Source: an optimization exercise on an open RTL-to-GDS flow (aim: small area, a short achievable clock period and few clock cycles per item). Production flows keep margins and buffers that such runs may drop.
Where RTL was checked, it was by simulation tests only, not by an equivalence proof against the original.
For runs 2 and 3, only the layout was checked, not whether the RTL still works.

`design/flow/config.mk`:
```
export PLATFORM = sky130hd
export DESIGN_NAME = eigen2x2_fx
export DESIGN_NICKNAME = eigen2x2_fx
export VERILOG_FILES = /design/flow/design.v
export SDC_FILE = /design/flow/constraint.sdc
export NUM_CORES = 4
export LEC_CHECK = 0
export CAP_MARGIN = 20
export CORE_MARGIN = 2
export CORE_UTILIZATION = 45
export CTS_CLUSTER_DIAMETER = 100
export CTS_CLUSTER_SIZE = 30
export SLEW_MARGIN = 20
```
`design/flow/constraint.sdc`:
```
create_clock -name core_clock -period 10.0 [get_ports {clk}]
set_input_delay 2.0000 -clock core_clock [delete_from_list [all_inputs] [get_ports {clk}]]
set_output_delay 2.0000 -clock core_clock [all_outputs]
set_load 0.01 [all_outputs]
```
`design/flow/design.v`:
```
`default_nettype none
module eigen2x2_fx #(
  parameter int WIDTH = 32,
  parameter int FRAC  = 16
) (
  input  logic             clk,
  input  logic             rst,
  input  logic             start,
  input  logic [WIDTH-1:0] a1,
  input  logic [WIDTH-1:0] a2,
  input  logic [WIDTH-1:0] a3,
  input  logic [WIDTH-1:0] a4,
  output logic             busy,
  output logic             done,
  output logic [WIDTH-1:0] v1,
  output logic [WIDTH-1:0] v2,
  output logic             complex,
  output logic             ovf
);
  localparam int CW = 36;    
  logic busy_q, done_q;
  logic p_diff, p_mul1, p_mul, p_abs, p_sqrt, p_f1, p_f2;
  logic [5:0] cnt_q;
  logic [2:0] jt_q;             
  logic s1_acc, s1_s2;          
  logic b2_one, b2_two, b2_neg;
  logic b3_one, b3_two, b3_neg;
  logic corr_q;                 
  logic [1:0] lo3_q;            
  logic n2_q;                   
  logic pend3_q;                
  logic signed [33:0] acc_q;    
  logic               py_q;     
  logic               pw_q;     
  logic               zr_q;     
  logic signed [34:0] x_q;      
  logic signed [35:0] z_q;      
  logic signed [33:0] w_q;      
  logic signed [32:0] s_q;      
  logic               neg_q;
  logic               o1_q;     
  localparam int NK = 3;
  logic [NK-1:0] fit;
  for (genvar i = 0; i < NK; i++) begin : g_fit
    localparam int K = 11 + 2*i;
    wire [34-(2*K-1):0] xs = x_q[34:2*K-1];
    wire [31-(2*K-5):0] ws = w_q[31:2*K-5];    
    assign fit[i] = ((&xs) | ~(|xs)) & ((&ws) | ~(|ws));
  end
  logic [2:0] jt_d;
  always_comb begin
    jt_d = 3'(NK);
    for (int i = NK-1; i >= 0; i--)
      if (fit[i]) jt_d = 3'(i);
  end
  function automatic logic [5:0] jof(input logic [2:0] t);
    jof = 6'(11 + 2*int'(t));
  endfunction
  logic [1:0]    pair_n;        
  logic          n2;            
  logic [CW-1:0] in1, in2, in3, csa_s, csa_c, cpa;
  logic [CW-1:0] xe, ze, m2, m3;
  assign pair_n = acc_q[31:30] ^ {2{neg_q}};
  assign n2     = n2_q;
  assign xe = CW'(x_q);
  assign ze = CW'(z_q);
  always_comb begin
    in1 = ({CW{s1_acc}} & CW'(acc_q)) | ({CW{s1_s2}} & CW'($signed({s_q, 1'b0})));
    m2  = ({CW{b2_one}} & xe) | ({CW{b2_two}} & {xe[CW-2:0], 1'b0});
    in2 = m2 ^ {CW{n2}};
    if (p_sqrt) in2[1:0] = 2'b11;
    m3  = ({CW{b3_one}} & {ze[CW-3:0], 2'b00}) | ({CW{b3_two}} & {ze[CW-4:0], 3'b000});
    in3 = m3 ^ {{(CW-2){b3_neg}}, 2'b00};
    in3[1:0] = lo3_q;
    csa_s = in1 ^ in2 ^ in3;
    csa_c = {((in1[CW-2:0] & in2[CW-2:0]) | (in1[CW-2:0] & in3[CW-2:0]) |
              (in2[CW-2:0] & in3[CW-2:0])), pend3_q};
  end
  logic [CW-1:0] pg_g [0:6];
  logic [CW-1:0] pg_p [0:6];
  logic [CW-1:0] hs;
  always_comb begin
    hs = csa_s ^ csa_c;
    pg_g[0] = csa_s & csa_c;
    pg_p[0] = hs;
    for (int l = 0; l < 6; l++) begin
      for (int i = 0; i < CW; i++) begin
        if (i >= (1 << l)) begin
          pg_g[l+1][i] = pg_g[l][i] | (pg_p[l][i] & pg_g[l][i - (1 << l)]);
          pg_p[l+1][i] = pg_p[l][i] & pg_p[l][i - (1 << l)];
        end else begin
          pg_g[l+1][i] = pg_g[l][i];
          pg_p[l+1][i] = pg_p[l][i];
        end
      end
    end
    cpa[0] = hs[0];
    for (int i = 1; i < CW; i++) cpa[i] = hs[i] ^ pg_g[6][i-1];
  end
  logic c_d;
  assign c_d = z_q[35] ? (&z_q) : (z_q == 36'(x_q));
  logic [2:0] rem0;
  assign rem0 = {1'b0, pair_n} - 3'd1;
  logic skip;
  assign skip = (p_abs | (p_sqrt & zr_q)) & ~(|(acc_q[31:26] ^ {6{neg_q}}));
  logic acc_start, mul_end, sq_end;
  logic n_diff, n_mul1, n_mul, n_abs, n_sqrt, n_f1, n_f2;
  assign acc_start = ~busy_q & start;
  assign mul_end   = (cnt_q == jof(jt_q));
  assign sq_end    = skip ? (cnt_q >= 6'(2*jof(jt_q) + 6'd14))
                          : (cnt_q >= 6'(2*jof(jt_q) + 6'd16));
  assign n_diff    = acc_start;
  assign n_mul1    = p_diff;
  assign n_mul     = p_mul1 | (p_mul & ~mul_end);
  assign n_abs     = p_mul & mul_end;
  assign n_sqrt    = p_abs | (p_sqrt & ~sq_end);
  assign n_f1      = p_sqrt & sq_end;
  assign n_f2      = p_f1;
  always_ff @(posedge clk or posedge rst) begin
    if (rst) begin
      busy_q <= 1'b0; done_q <= 1'b0;
      p_diff <= 1'b0; p_mul1 <= 1'b0; p_mul <= 1'b0; p_abs <= 1'b0;
      p_sqrt <= 1'b0; p_f1 <= 1'b0; p_f2 <= 1'b0;
    end else begin
      busy_q <= acc_start | (busy_q & ~p_f2);
      done_q <= p_f2;
      p_diff <= n_diff; p_mul1 <= n_mul1; p_mul <= n_mul; p_abs <= n_abs;
      p_sqrt <= n_sqrt; p_f1 <= n_f1; p_f2 <= n_f2;
    end
  end
  logic xo, xv;
  assign xo = x_q[{cnt_q[4:0], 1'b1}];
  assign xv = x_q[{cnt_q[4:0], 1'b0}];
  always_ff @(posedge clk) begin
    s1_acc <= n_diff | n_mul;          
    s1_s2  <= n_abs | n_f1 | (n_f2 & ~neg_q);
    b2_one <= 1'b0; b2_two <= 1'b0; b2_neg <= 1'b0;
    b3_one <= 1'b0; b3_two <= 1'b0; b3_neg <= 1'b0;
    corr_q <= 1'b0;
    if (n_diff) begin
      b2_one <= 1'b1; b2_neg <= 1'b1;
    end
    if (n_mul1) begin    
      b2_one <= cpa[0];
      b2_two <= cpa[1] & ~cpa[0];
      b2_neg <= cpa[1];
      b3_one <= w_q[0];
      b3_two <= w_q[1] & ~w_q[0];
      b3_neg <= w_q[1];
    end
    if (n_mul) begin
      b2_one <= xv ^ py_q;
      b2_two <= (xo & ~xv & ~py_q) | (~xo & xv & py_q);
      b2_neg <= xo & ~(xv & py_q);
      b3_one <= w_q[0] ^ pw_q;
      b3_two <= (w_q[1] & ~w_q[0] & ~pw_q) | (~w_q[1] & w_q[0] & pw_q);
      b3_neg <= w_q[1] & ~(w_q[0] & pw_q);
    end
    if (n_abs) b2_one <= 1'b1;
    if (n_sqrt) begin
      b2_two <= 1'b1; b2_neg <= 1'b1; b3_one <= 1'b1;
    end
    if (n_f1) b2_one <= ~neg_q;
    if (n_f2) begin
      b2_one <= 1'b1; b2_neg <= ~neg_q; corr_q <= neg_q & c_d;
    end
    pend3_q <= b3_neg;
    n2_q <= 1'b0;
    if (n_diff) n2_q <= 1'b1;
    if (n_mul1) n2_q <= cpa[1];
    if (n_mul)  n2_q <= xo & ~(xv & py_q);
    if (n_sqrt) n2_q <= p_abs ? (|pair_n) : ~cpa[CW-1];
    if (n_f2)   n2_q <= ~neg_q;
    lo3_q <= 2'b00;
    if (n_diff) lo3_q <= 2'b01;
    if (n_mul1) lo3_q <= {1'b0, cpa[1]};
    if (n_mul)  lo3_q <= {1'b0, xo & ~(xv & py_q)};
    if (n_sqrt) lo3_q <= (skip ? acc_q[25:24] : acc_q[29:28]) ^ {2{neg_q}};
    if (n_f2)   lo3_q <= {neg_q & c_d, ~neg_q};
  end
  always_ff @(posedge clk) begin
    if (!busy_q)               acc_q <= 34'($signed(a1));
    else if (p_mul1 | p_mul | p_f2) acc_q <= cpa[35:2];
    else if (skip)             acc_q <= {acc_q[27:0], w_q[33:28]};
    else                       acc_q <= {acc_q[31:0], w_q[33:32]};
    py_q <= p_diff ? cpa[1] : xo;
    if (!busy_q)               x_q <= 35'($signed(a4));
    else if (p_diff)           x_q <= cpa[34:0];
    else if (p_abs)            x_q <= {33'd0, |pair_n, 1'b0};
    else if (p_sqrt)           x_q <= {x_q[33:1], ~cpa[CW-1], 1'b0};
    if (!busy_q)               z_q <= 36'($signed(a2));
    else if (p_abs)            z_q <= 36'($signed(rem0));
    else if (p_sqrt | p_f1)    z_q <= cpa;
    if (!busy_q)               w_q <= 34'($signed(a3));
    else if (p_diff | p_mul1 | p_mul) w_q <= {cpa[1:0], w_q[33:2]};   
    else if (skip)             w_q <= {w_q[27:0], 6'b00};
    else                       w_q <= {w_q[31:0], 2'b00};
    pw_q <= w_q[1];
    o1_q <= ~((&z_q[35:33]) | ~(|z_q[35:33]));
    if (!busy_q)               s_q <= 33'($signed(a4));
    else if (p_abs)            s_q <= cpa[32:0];
    if (p_mul & mul_end)       neg_q <= cpa[CW-1];
    if (p_mul1) jt_q <= jt_d;
    cnt_q <= p_diff ? 6'd1 : cnt_q + (skip ? 6'd3 : 6'd1);
    zr_q  <= p_abs ? ~(|pair_n) : (zr_q & cpa[CW-1]);
  end
  assign busy    = busy_q;
  assign done    = done_q;
  logic o2;
  assign o2      = ~((&acc_q[33:31]) | ~(|acc_q[33:31]));
  assign v1      = o1_q ? {z_q[35], {31{~z_q[35]}}} : z_q[33:2];
  assign v2      = o2 ? {acc_q[33], {31{~acc_q[33]}}} : acc_q[31:0];
  assign complex = neg_q;
  assign ovf     = o1_q | o2;
endmodule
`default_nettype wire
```
`design/flow/flow/run.sh`:
```
#!/bin/bash
set -euo pipefail
bash standard.sh "BUFFER_PORTS_ARGS=-buffer_cell sky130_fd_sc_hd__buf_1" SETUP_SLACK_MARGIN=5.7 finish > standard_flow.log 2>&1
```
`design/flow/standard.sh`:
```
#!/bin/bash
# synth_recipe.tcl (not shown) runs the flow's synth.tcl, then flattens the netlist and writes it again
# the make line also repeats each setting of config.mk as NAME=value (left out here)
make -C /OpenROAD-flow-scripts/flow DESIGN_CONFIG=/design/flow/config.mk WORK_HOME=/design/flow/orfs CLKGATE_MAP_FILE= SYNTH_SCRIPT=/design/flow/synth_recipe.tcl "${@:-finish}"
```
==> flow_summary.toml, run 1 <==
[critical_path]
critPathSlowestCell = "fa_1"
cp_cell_sequence = "buf_12 -> and3_1 -> o21ai_1 -> fa_1 -> ha_1 -> fa_1 -> a21oi_2 -> o32ai_2 -> o22a_2 -> nand4_4 -> a211oi_4 -> o21ai_0 -> xnor2_2 -> a221o_1"
crit_fanout = 19
cpPeakStageDelay_ps = 520
worst_setup_path_start_kind = "flip-flop"
crit_path_frequent_cell = "fa_1"
reg2reg_depth = 14
arrival_ps = 4510
critical_path_required_ps = 10260
worst-setup-path-type = "flip-flop to flip-flop"
cp-end-kind = "flip-flop"

[clock_tree]
cts_buffer_depth = 3
clk_latency_ps = 530
clk_pin_slew_ps = 110
htree_levels = 1
cts_tree = "yes"
cts_made_buffers = 13
cts_root_buffer = "clkbuf_16"
cts.sinks = 205

[logic_synthesis]
synthArstFlopShare = 0.04390
synth_top_cell_area_share = 0.2078
synth_compound_area_frac = 0.2373
synth-seq-cells = 205
yosys.area_share.xor_xnor = 0.08261
synth_fa_ha_area_frac = 0.08188
synthMuxAreaShare = 0.05397
yosysMostFrequentCell = "nand2_1"
ys.flop_type = "edfxtp_1"
ys_top_cells_by_count = "nand2_1, nor2_1, clkbuf_1, edfxtp_1, xor2_1"
yosysWarningCount = 3
synth_area_um2 = 15460
synthesis.nets = 1977
synthSimpleGateAreaFrac = 0.1469
yosys-top-cells-area = "edfxtp_1, dfxtp_1, xor2_1, fa_1, nand2_1"
synth_cells = 1767
yosys.area.top_type = "edfxtp_1"
synth-edff-count = 107
yosysSeqAreaShare = 0.3376
synth_top_family_by_area = "compound AO/OA/AOI/OAI gates"
syn_area_per_cell_um2 = 8.751
ys_types = 82

[sta]
fmax_ghz = 0.2351
rsz0062_at_grt = "true"
min_period_ps = 4254
setup_tns_ps = 0
slew_viol_final = 0
holdWs_ps = 445.0
hold_viol = 0
timing.slew.headroom = 0.2117
fin_crit_sh = 0.4254
tightest_slew_ps = 1178
setup_viol = 0
finClkSkew_ps = 40.77

[die]
die_height_um = 189.4
row_count = 67
ios = 199
dieArea_um2 = 35860
die_width_um = 189.4
core_um2 = 33700
initial_utilization = 0.4589

[placed_design]
dp.cells = 2306
gp_congestion = 1.004
dp_hpwl_mm = 44.76
numPortBuffers = 198

[route]
ant_nets = 0
num_vias = 15080
vias_per_cell = 6.395
wl_per_cell_um = 26.91
drtIter0Drc = 2122
drcViolationCount = 0
dr.pass1.iters = 6
drt-total-wl_mm = 63.46

[layout]
drive_gt1_frac = 0.09743
nets = 2112
area_growth_pct = 13.61
stdcell_count = 2358

[grt]
grt_max_degree = 85
grt_use_total = 0.3355
antenna_found_initial = 0
grt_overflow = 0
grt_pass1_wl_mm = 90.58
grt_pass1_vias = 14075

[worst_hold_path]
min_path_type = "flip-flop to flip-flop"
holdPathStages = 0

[run_status]
status = "no timing/DRC/antenna violations"

[job]
max-cap-violations = 0
-- through the flow --
stage                     utilization  instance area (µm²)  setup slack [ps]
after global routing           0.5212                17570              5635
after floorplan                     -                15460              5839
after global placement         0.4888                16470              5420
final                          0.5213                17570              5746
after detailed placement       0.4888                16470              5306
after CTS                      0.5048                17010              5705
-- routing by layer --
metal	GRT usage	part of all wire
met5	0	0
met3	0.05653	0.11
met1	0.4557	0.40
met4	0.1106	0.039
met2	0.5440	0.45
-- area by class of cell --
cell class / instances / area, µm²
clock buffer: 13 / 325.3
tap: 448 / 560.5
fill: 3300 / 16130
clock inverter: 9 / 98.84
timing repair buffer: 255 / 1335
sequential: 205 / 5243
inverter: 103 / 391.6
multi-input combinational: 1324 / 9612
antenna: 1 / 2.502
-- critical path: cells and delay by family, from the launching register on --
kind                     cells  cell delay, ps
buffers and inverters        1             210
XOR/XNOR                     1             230
AO/OA/AOI/OAI                7            1780
flip-flops                   1             430
AND/OR/NAND/NOR              2             330
adder cells (fa/ha/maj)      3             990
-- path summary, 6_finish.rpt --
path	from	end	slack (ps)
setup reg to reg	n2_q	x_q[28]	5750
hold / removal	w_q[1]	pw_q	450
max in group asynchronous	rst	busy_q	8230
min in group asynchronous	rst	p_f1	1410
setup / recovery	n2_q	x_q[28]	5750
hold reg to reg	w_q[1]	pw_q	450
-- flip-flops by register name (all words and copies together), names as in the netlist, 2 cells and up --
name / count
jt_q: 2
z_q: 36
cnt_q: 6
w_q: 34
lo3_q: 2
acc_q: 34
s_q: 33
x_q: 35
-- cell families after synthesis --
| logic type | count (synthesis) |
|---|---|
| compound gates | 536 |
| buf+inv | 238 |
| flops | 205 |
| mux | 68 |
| simple gates | 496 |
| xor+xnor | 145 |
| fa+ha+maj | 79 |
-- what timing repair did --
action / CTS / global route
gates cloned: 0 / 5
hold buffers: 0 / 0
setup buffers: 3 / 21
gates resized for setup: 23 / 53
pin swaps: 1 / 14
setup endpoints to repair: 67 / 124
-- placed cells by master (no fill, tap or decap), types with 9 or more instances in the layout --
master and count:
buf_1 198, nand2_1 192, nor2_1 131, edfxtp_1 107
xor2_1 104, a21oi_1 101, inv_1 99, a22oi_1 94
dfxtp_1 82, o21a_1 64, o21ai_0 63, buf_4 44
mux2i_1 38, a21o_1 38, fa_1 37, xnor2_1 34
ha_1 33, nand3_1 28, o22ai_1 27, nand4_1 23
mux2_2 20, a31oi_1 19, nor3_1 19, clkbuf_16 18
and3_1 17, nor2b_1 17, nor4_1 17, a21boi_0 11
o21ai_1 10, o21bai_1 10, mux4_2 9, or3_1 9
a21oi_2 9, o211ai_1 9
Testbench counts, summed over its fixed seeds: cycles 145,962, items 3,200.
==> inputs of run 2 (changes only) <==
--- a/design/flow/design.v
+++ b/design/flow/design.v
@@ -40,3 +40,2 @@
   logic               neg_q;
-  logic               o1_q;     
   localparam int NK = 3;
@@ -78,22 +77,20 @@
   end
-  logic [CW-1:0] pg_g [0:6];
-  logic [CW-1:0] pg_p [0:6];
-  logic [CW-1:0] hs;
+  logic [CW-1:0] hs, gg, pp;
   always_comb begin
     hs = csa_s ^ csa_c;
-    pg_g[0] = csa_s & csa_c;
-    pg_p[0] = hs;
-    for (int l = 0; l < 6; l++) begin
-      for (int i = 0; i < CW; i++) begin
-        if (i >= (1 << l)) begin
-          pg_g[l+1][i] = pg_g[l][i] | (pg_p[l][i] & pg_g[l][i - (1 << l)]);
-          pg_p[l+1][i] = pg_p[l][i] & pg_p[l][i - (1 << l)];
-        end else begin
-          pg_g[l+1][i] = pg_g[l][i];
-          pg_p[l+1][i] = pg_p[l][i];
-        end
+    gg = csa_s & csa_c;
+    pp = hs;
+    for (int i = 1; i < CW; i += 2) begin
+      gg[i] = gg[i] | (pp[i] & gg[i-1]);
+      pp[i] = pp[i] & pp[i-1];
+    end
+    for (int d = 2; d < CW; d *= 2)
+      for (int i = CW - 1; i > d; i -= 2) begin
+        gg[i] = gg[i] | (pp[i] & gg[i-d]);
+        pp[i] = pp[i] & pp[i-d];
       end
-    end
+    for (int i = 2; i < CW; i += 2)
+      gg[i] = gg[i] | (pp[i] & gg[i-1]);
     cpa[0] = hs[0];
-    for (int i = 1; i < CW; i++) cpa[i] = hs[i] ^ pg_g[6][i-1];
+    for (int i = 1; i < CW; i++) cpa[i] = hs[i] ^ gg[i-1];
   end
@@ -198,3 +195,2 @@
     pw_q <= w_q[1];
-    o1_q <= ~((&z_q[35:33]) | ~(|z_q[35:33]));
     if (!busy_q)               s_q <= 33'($signed(a4));
@@ -208,8 +204,9 @@
   assign done    = done_q;
-  logic o2;
+  logic o1, o2;
+  assign o1      = ~((&z_q[35:33]) | ~(|z_q[35:33]));
   assign o2      = ~((&acc_q[33:31]) | ~(|acc_q[33:31]));
-  assign v1      = o1_q ? {z_q[35], {31{~z_q[35]}}} : z_q[33:2];
+  assign v1      = o1 ? {z_q[35], {31{~z_q[35]}}} : z_q[33:2];
   assign v2      = o2 ? {acc_q[33], {31{~acc_q[33]}}} : acc_q[31:0];
   assign complex = neg_q;
-  assign ovf     = o1_q | o2;
+  assign ovf     = o1 | o2;
 endmodule
==> design/flow/flow/run.sh (replaced) <==
#!/bin/bash
set -euo pipefail
bash standard.sh "BUFFER_PORTS_ARGS=-buffer_cell sky130_fd_sc_hd__buf_1" SETUP_SLACK_MARGIN=5.6 finish > standard_flow.log 2>&1
--- a/design/flow/config.mk
+++ b/design/flow/config.mk
@@ -9,5 +9,3 @@
 export CORE_MARGIN = 2
-export CORE_UTILIZATION = 45
-export CTS_CLUSTER_DIAMETER = 100
-export CTS_CLUSTER_SIZE = 30
+export CORE_UTILIZATION = 55
 export SLEW_MARGIN = 20
==> run 2 against run 1 <==
- still clean
- final cell count decreased by 6.0%
- via count shrank 5.2%
- wire length is 10% lower
- die area fell by 20%
==> flow_summary.toml, run 2 <==
[logic_synthesis]
yosysWarningCount = 1
yosys.area.top_type = "edfxtp_1"
yosysSeqAreaShare = 0.3465
synth_top_cell_area_share = 0.2141
ys.flop_type = "edfxtp_1"
yosysMostFrequentCell = "nor2_1"
ys_top_cells_by_count = "nor2_1, nand2_1, edfxtp_1, xor2_1, inv_1"
synth-seq-cells = 204
synthesis.nets = 1873
synth-edff-count = 107
synth_area_um2 = 15010
syn_area_per_cell_um2 = 9.106
synthArstFlopShare = 0.04412
ys_types = 73
yosys-top-cells-area = "edfxtp_1, dfxtp_1, fa_1, xor2_1, a22oi_1"
synth_cells = 1648

[grt]
grt_use_total = 0.3887
antenna_found_initial = 2
grt_pass1_wl_mm = 83.52
grt_max_degree = 93
grt_pass1_vias = 13578
grt_overflow = 0

[die]
ios = 199
row_count = 60
core_um2 = 26880
dieArea_um2 = 28620
die_width_um = 169.2
die_height_um = 169.2
initial_utilization = 0.5584

[sta]
setup_tns_ps = 0
setup_viol = 0
min_period_ps = 4643
rsz0062_at_grt = "true"
fmax_ghz = 0.2154
hold_viol = 0
slew_viol_final = 0
timing.slew.headroom = 0.2918
fin_crit_sh = 0.4643
finClkSkew_ps = 25.63
tightest_slew_ps = 1062

[layout]
nets = 2079
layout_commonest_cell = "buf_1"
area_growth_pct = 22.69
regMostFlops = "z_q"
reg_top3 = "z_q: 36 flops, x_q: 35 flops"
final_cell_mix = "buf_1, nor2_1, nand2_1, edfxtp_1, xor2_1"
drive_gt1_frac = 0.1681
largest_register_ffs = 36

[clock_tree]
clk_pin_slew_ps = 60
postCtsHoldBufs = 0
cts.sinks = 204
clk_latency_ps = 560
cts_root_buffer = "clkbuf_16"
cts_buffer_depth = 3
cts_tree = "yes"
htree_levels = 1
cts_made_buffers = 26

[critical_path]
critical_path_required_ps = 10410
worst_setup_path_start_kind = "flip-flop"
worst-setup-path-type = "flip-flop to flip-flop"
reg2reg_depth = 20
arrival_ps = 5050
cp-end-kind = "flip-flop"
crit_fanout = 5

[job]
max-cap-violations = 0

[placed_design]
numPortBuffers = 198
gp_congestion = 0.9694
dp_hpwl_mm = 38.95

[route]
dr.pass1.iters = 6
num_vias = 14289
vias_per_cell = 6.448
drt-total-wl_mm = 57.11
ant_nets = 0
drtIter0Drc = 1931
drcViolationCount = 0
wl_per_cell_um = 25.77

[run_status]
status = "no timing/DRC/antenna violations"

[worst_hold_path]
holdPathStages = 0
min_path_type = "flip-flop to flip-flop"
-- run 2: cell count changes after synthesis, sizes merged, moves of 9 or more --
cell    change
o21bai      -9
a221oi     -10
fa         +17
a22o       +13
nor2       +49
nand2      -60
a311oi     +17
o21ai      -21
a21oi      -55
nor2b      -11
a21boi     -10
nor3       -10
mux2i      +23
xnor2      -13
-- run 2: final timing paths --
check                         from      to  slack, ps
max                        x_q[12]    n2_q       5360
min                           p_f2  done_q        430
max in group asynchronous      rst  busy_q       8290
max reg2reg                x_q[12]    n2_q       5360
min reg2reg                   p_f2  done_q        430
min in group asynchronous      rst  busy_q       1400
-- run 2: through the flow --
step | hold WS, ps | setup slack [ps] | instances | util | cell area (µm²)
floorplan | 330.0 | 5606 | 1648 | - | 15080
global placement | 405.9 | 4755 | 2083 | 0.5891 | 15830
detailed placement | 412.5 | 4767 | 2083 | 0.5893 | 15840
CTS | 425.9 | 5476 | 2176 | 0.6546 | 17590
global route | 442.6 | 5197 | 2215 | 0.6850 | 18410
finish | 426.4 | 5357 | 2216 | 0.6851 | 18410
-- run 2: worst max-delay path, cell delays in order, from the launching register on --
cell and delay, ps:
edfxtp_1 570, a22oi_1 290, xor2_1 210, fa_1 430, inv_1 110, ha_4 220
nand4_1 130, buf_4 150, nor2_2 40, a21boi_2 210, o221ai_4 150, a211oi_4 430
o31ai_4 90, fa_2 370, xnor2_2 160, xnor2_2 160, xnor2_2 260, buf_4 170
nand2_2 50, o221ai_2 170, o211ai_1 110
-- run 2: kinds of logic after synthesis --
kind of cell             count (synthesis)  share of synthesized area
adder cells (fa/ha/maj)                 94                     0.1054
buffers and inverters                  229                    0.06270
XOR/XNOR                               132                    0.07796
AO/OA/AOI/OAI                          443                     0.2054
flip-flops                             204                     0.3465
multiplexers                            90                    0.06478
AND/OR/NAND/NOR                        456                     0.1373
-- run 2: repair_timing --
item / in CTS / in global routing
resized for setup: 91 / 95
pin swaps: 34 / 65
setup endpoints to repair: 123 / 117
setup buffers: 41 / 37
cloned: 4 / 2
-- run 2: final cells by class --
class                   count  area (µm²)
multi-input cells        1215        9716
fillers                  2198        8463
flip-flops and latches    204        5216
repair buffers            305        1777
clock buffers              33       708.2
well taps                 341       426.7
inverters                 102       385.4
clock inverters            15       181.4
diodes                      1       2.502
-- run 2: per-layer routing --
| metal | track usage | up-vias | wire [µm] |
|---|---|---|---|
| met5 | 0 | - | 0 |
| li1 | - | 6317 | - |
| met1 | 0.5519 | 6852 | 22850 |
| met4 | 0.1353 | 0 | 2079 |
| met2 | 0.5574 | 976 | 24300 |
| met3 | 0.1266 | 144 | 7879 |
==> inputs of run 3 (changes only) <==
==> design/flow/flow/run.sh (replaced) <==
#!/bin/bash
set -euo pipefail
bash standard.sh "BUFFER_PORTS_ARGS=-buffer_cell sky130_fd_sc_hd__buf_1" SETUP_SLACK_MARGIN=5.8 finish > standard_flow.log 2>&1
==> run 3 against run 2 <==
- final area is 3.2% higher
- area after synthesis unchanged
- global-route usage up 0.20 points
- core utilization up 2.2 points
- sequential share of layout area decreased by 0.88 points
- clock skew fell by 9.8 ps
- wire length grew 2.5%
- sequential cell count unchanged
- non-clock buffer count increased by 33
- via count rose by 2.2%
- highest routed layer unchanged
==> flow_summary.toml, run 3 <==
[logic_synthesis]
syn_area_per_cell_um2 = 9.106
yosys.area.top_type = "edfxtp_1"
synthArstFlopShare = 0.04412
synth_top_family_by_area = "compound AO/OA/AOI/OAI gates"
yosysMostFrequentCell = "nor2_1"
synthMuxAreaShare = 0.06478
synth-seq-cells = 204
synth_cells = 1648
yosys.area_share.xor_xnor = 0.07796
yosysSeqAreaShare = 0.3465
synth-edff-count = 107
ys_types = 73
yosys-top-cells-area = "edfxtp_1, dfxtp_1, fa_1, xor2_1, a22oi_1"
ys_top_cells_by_count = "nor2_1, nand2_1, edfxtp_1, xor2_1, inv_1"
ys.flop_type = "edfxtp_1"
synth_fa_ha_area_frac = 0.1054
synthesis.nets = 1873
synthSimpleGateAreaFrac = 0.1373
yosysWarningCount = 1
synth_area_um2 = 15010
synth_compound_area_frac = 0.2054
synth_top_cell_area_share = 0.2141

[sta]
slew_viol_final = 0
fin_crit_sh = 0.4591
setup_tns_ps = 0
setup_viol = 0
timing.slew.headroom = 0.3202
holdWs_ps = 456.7
fmax_ghz = 0.2178
tightest_slew_ps = 1020
rsz0062_at_grt = "true"
min_period_ps = 4591
finClkSkew_ps = 15.86
hold_viol = 0

[layout]
final_cell_mix = "buf_1, nor2_1, nand2_1, buf_4, edfxtp_1"
area_growth_pct = 26.66
drive_gt1_frac = 0.2025
reg_top3 = "z_q: 36 flops, x_q: 35 flops"
nFillCells = 2169
nets = 2112
largest_register_ffs = 36
regMostFlops = "z_q"
layout_commonest_cell = "buf_1"

[critical_path]
crit_fanout = 18
worstSetupStartpoint = "b2_one"
cp-end-kind = "flip-flop"
worstSetupEndpoint = "n2_q"
r2r_slack_ps = 5410
worst-setup-path-type = "flip-flop to flip-flop"
crit_path_frequent_cell = "xnor2_2"
cpPeakStageDelay_ps = 510
cp_cell_sequence = "buf_12 -> buf_16 -> a22oi_1 -> xor2_1 -> fa_1 -> inv_1 -> ha_1 -> a21oi_1 -> o21ai_0 -> a21oi_2 -> a21oi_2 -> a211oi_4 -> o31ai_2 -> fa_2 -> xnor2_2 -> xnor2_2 -> xnor2_2 -> buf_4 -> nand2_2 -> o221ai_2 -> o211ai_1"
reg2reg_depth = 21
critPathSlowestCell = "fa_1"
critical_path_required_ps = 10420
worst_setup_path_start_kind = "flip-flop"
r2r-start = "b2_one"
arrival_ps = 5010
worstReg2RegEnd = "n2_q"

[route]
drtIter0Drc = 1820
dr.pass1.iters = 6
drcViolationCount = 0
vias_per_cell = 6.495
num_vias = 14600
wl_per_cell_um = 26.04
ant_nets = 0
drt-total-wl_mm = 58.55

[clock_tree]
clk_pin_slew_ps = 70
cts_buffer_depth = 3
htree_levels = 1
cts_tree = "yes"
cts.sinks = 204
cts_root_buffer = "clkbuf_16"
cts_made_buffers = 25
postCtsHoldBufs = 0
clk_latency_ps = 570

[die]
die_width_um = 169.2
row_count = 60
ios = 199
core_um2 = 26880
die_height_um = 169.2
dieArea_um2 = 28620
initial_utilization = 0.5584

[grt]
grt_use_met2 = 0.5567
grt_overflow = 0
top_usage_layer = "met1"
met3_usage = 0.09118
grt_use_met1 = 0.5886
grt_pass1_wl_mm = 83.70
grt_use_total = 0.3907
grt_pass1_vias = 13268
grt_max_degree = 77
antenna_found_initial = 2

[worst_hold_path]
min_path_type = "flip-flop to flip-flop"

[placed_design]
gp_congestion = 0.9350
dp_hpwl_mm = 40.16
numPortBuffers = 198

[run_status]
status = "no timing/DRC/antenna violations"

[job]
max-cap-violations = 0
[run 3: cell count changes in the layout (fill, tap and decap cells not counted), moves of 5 or more]
cell,delta
a311oi_1,-6
a311oi_2,+6
buf_12,+8
buf_4,+21
clkinv_2,+5
fa_1,-5
fa_2,+5
o21ai_0,-14
o21ai_1,+7
[run 3: layout make-up]
cell class	count	area [µm²]	share of cell area
antenna	1	2.502	0.0001317
clock buffer	31	688.2	0.03621
clock inverter	15	170.2	0.008953
inverter	102	385.4	0.02028
multi-input combinational	1216	9971	0.5246
sequential	204	5218	0.2745
tap	341	426.7	0.02245
timing repair buffer	338	2146	0.1129
[run 3: routing by layer]
layer	routed length [µm]	vias to the layer above
met3	7546	123
met2	24470	1033
met1	24430	7048
li1	-	6396
met5	0	-
met4	2093	0
[run 3: cell families after synthesis]
kind of cell             count (synthesis)
AO/OA/AOI/OAI                          443
XOR/XNOR                               132
adder cells (fa/ha/maj)                 94
buffers and inverters                  229
flip-flops                             204
multiplexers                            90
AND/OR/NAND/NOR                        456
[run 3: through the flow]
step | cells | util | setup slack, ps | area, µm²
finish | 2248 | 0.7072 | 5409 | 19010
CTS | 2194 | 0.6714 | 5534 | 18040
floorplan | 1648 | - | 5621 | 15110
global placement | 2084 | 0.5905 | 4955 | 15870
detailed placement | 2084 | 0.5905 | 4894 | 15870
global route | 2247 | 0.7071 | 5242 | 19000
[run 3: timing repair]
item,in CTS,in global routing
hold endpoints to repair,0,0
setup endpoints to repair,140,125
resized for setup,141,112
buffers inserted,59,50
cloned,5,3
pin swaps,46,53
[run 3: critical path, delay by kind of cell, from the launching register on]
family	cells	cell delay, ps
adder cells (fa/ha/maj)	3	1270
XOR/XNOR	4	660
buffers and inverters	4	480
flip-flops	1	380
AND/OR/NAND/NOR	1	50
AO/OA/AOI/OAI	9	1610
[run 3: how the worst min path moves through the flow]
stage	start	endpoint	slack, ps	depth (start not counted)
after floorplan	b3_neg	pend3_q	330	0
after detailed placement	p_f2	done_q	430	0
after global routing	w_q[1]	pw_q	480	0
after global placement	p_f2	done_q	420	0
final	p_f2	done_q	460	0
after CTS	w_q[1]	pw_q	450	0

[re-timing with driven ports]
In the flow no input, the clock included, has a driving cell. The finished layouts below were timed again as built, in two steps. Step 1: set_driving_cell puts a clkbuf_16 on clk and a buf_2 on each other input, an assumption about the parent block. Step 2, shift: input delay + t, output delay - t, t = (earliest + latest rising clock arrival at the registers) / 2. This alone moves slack from input paths to output paths. Slacks: no drivers / after step 1 / after step 2; pairs: no drivers / after step 1.
run | shift t [ns] | setup slack, ns | worst setup path after step 2
run 1 | 0.568 | 5.746 / 5.746 / 5.746 | register to register
run 2 | 0.603 | 5.357 / 5.357 / 5.357 | register to register
run 3 | 0.610 | 5.409 / 5.409 / 5.409 | register to register
After both steps every run listed still meets setup and hold.
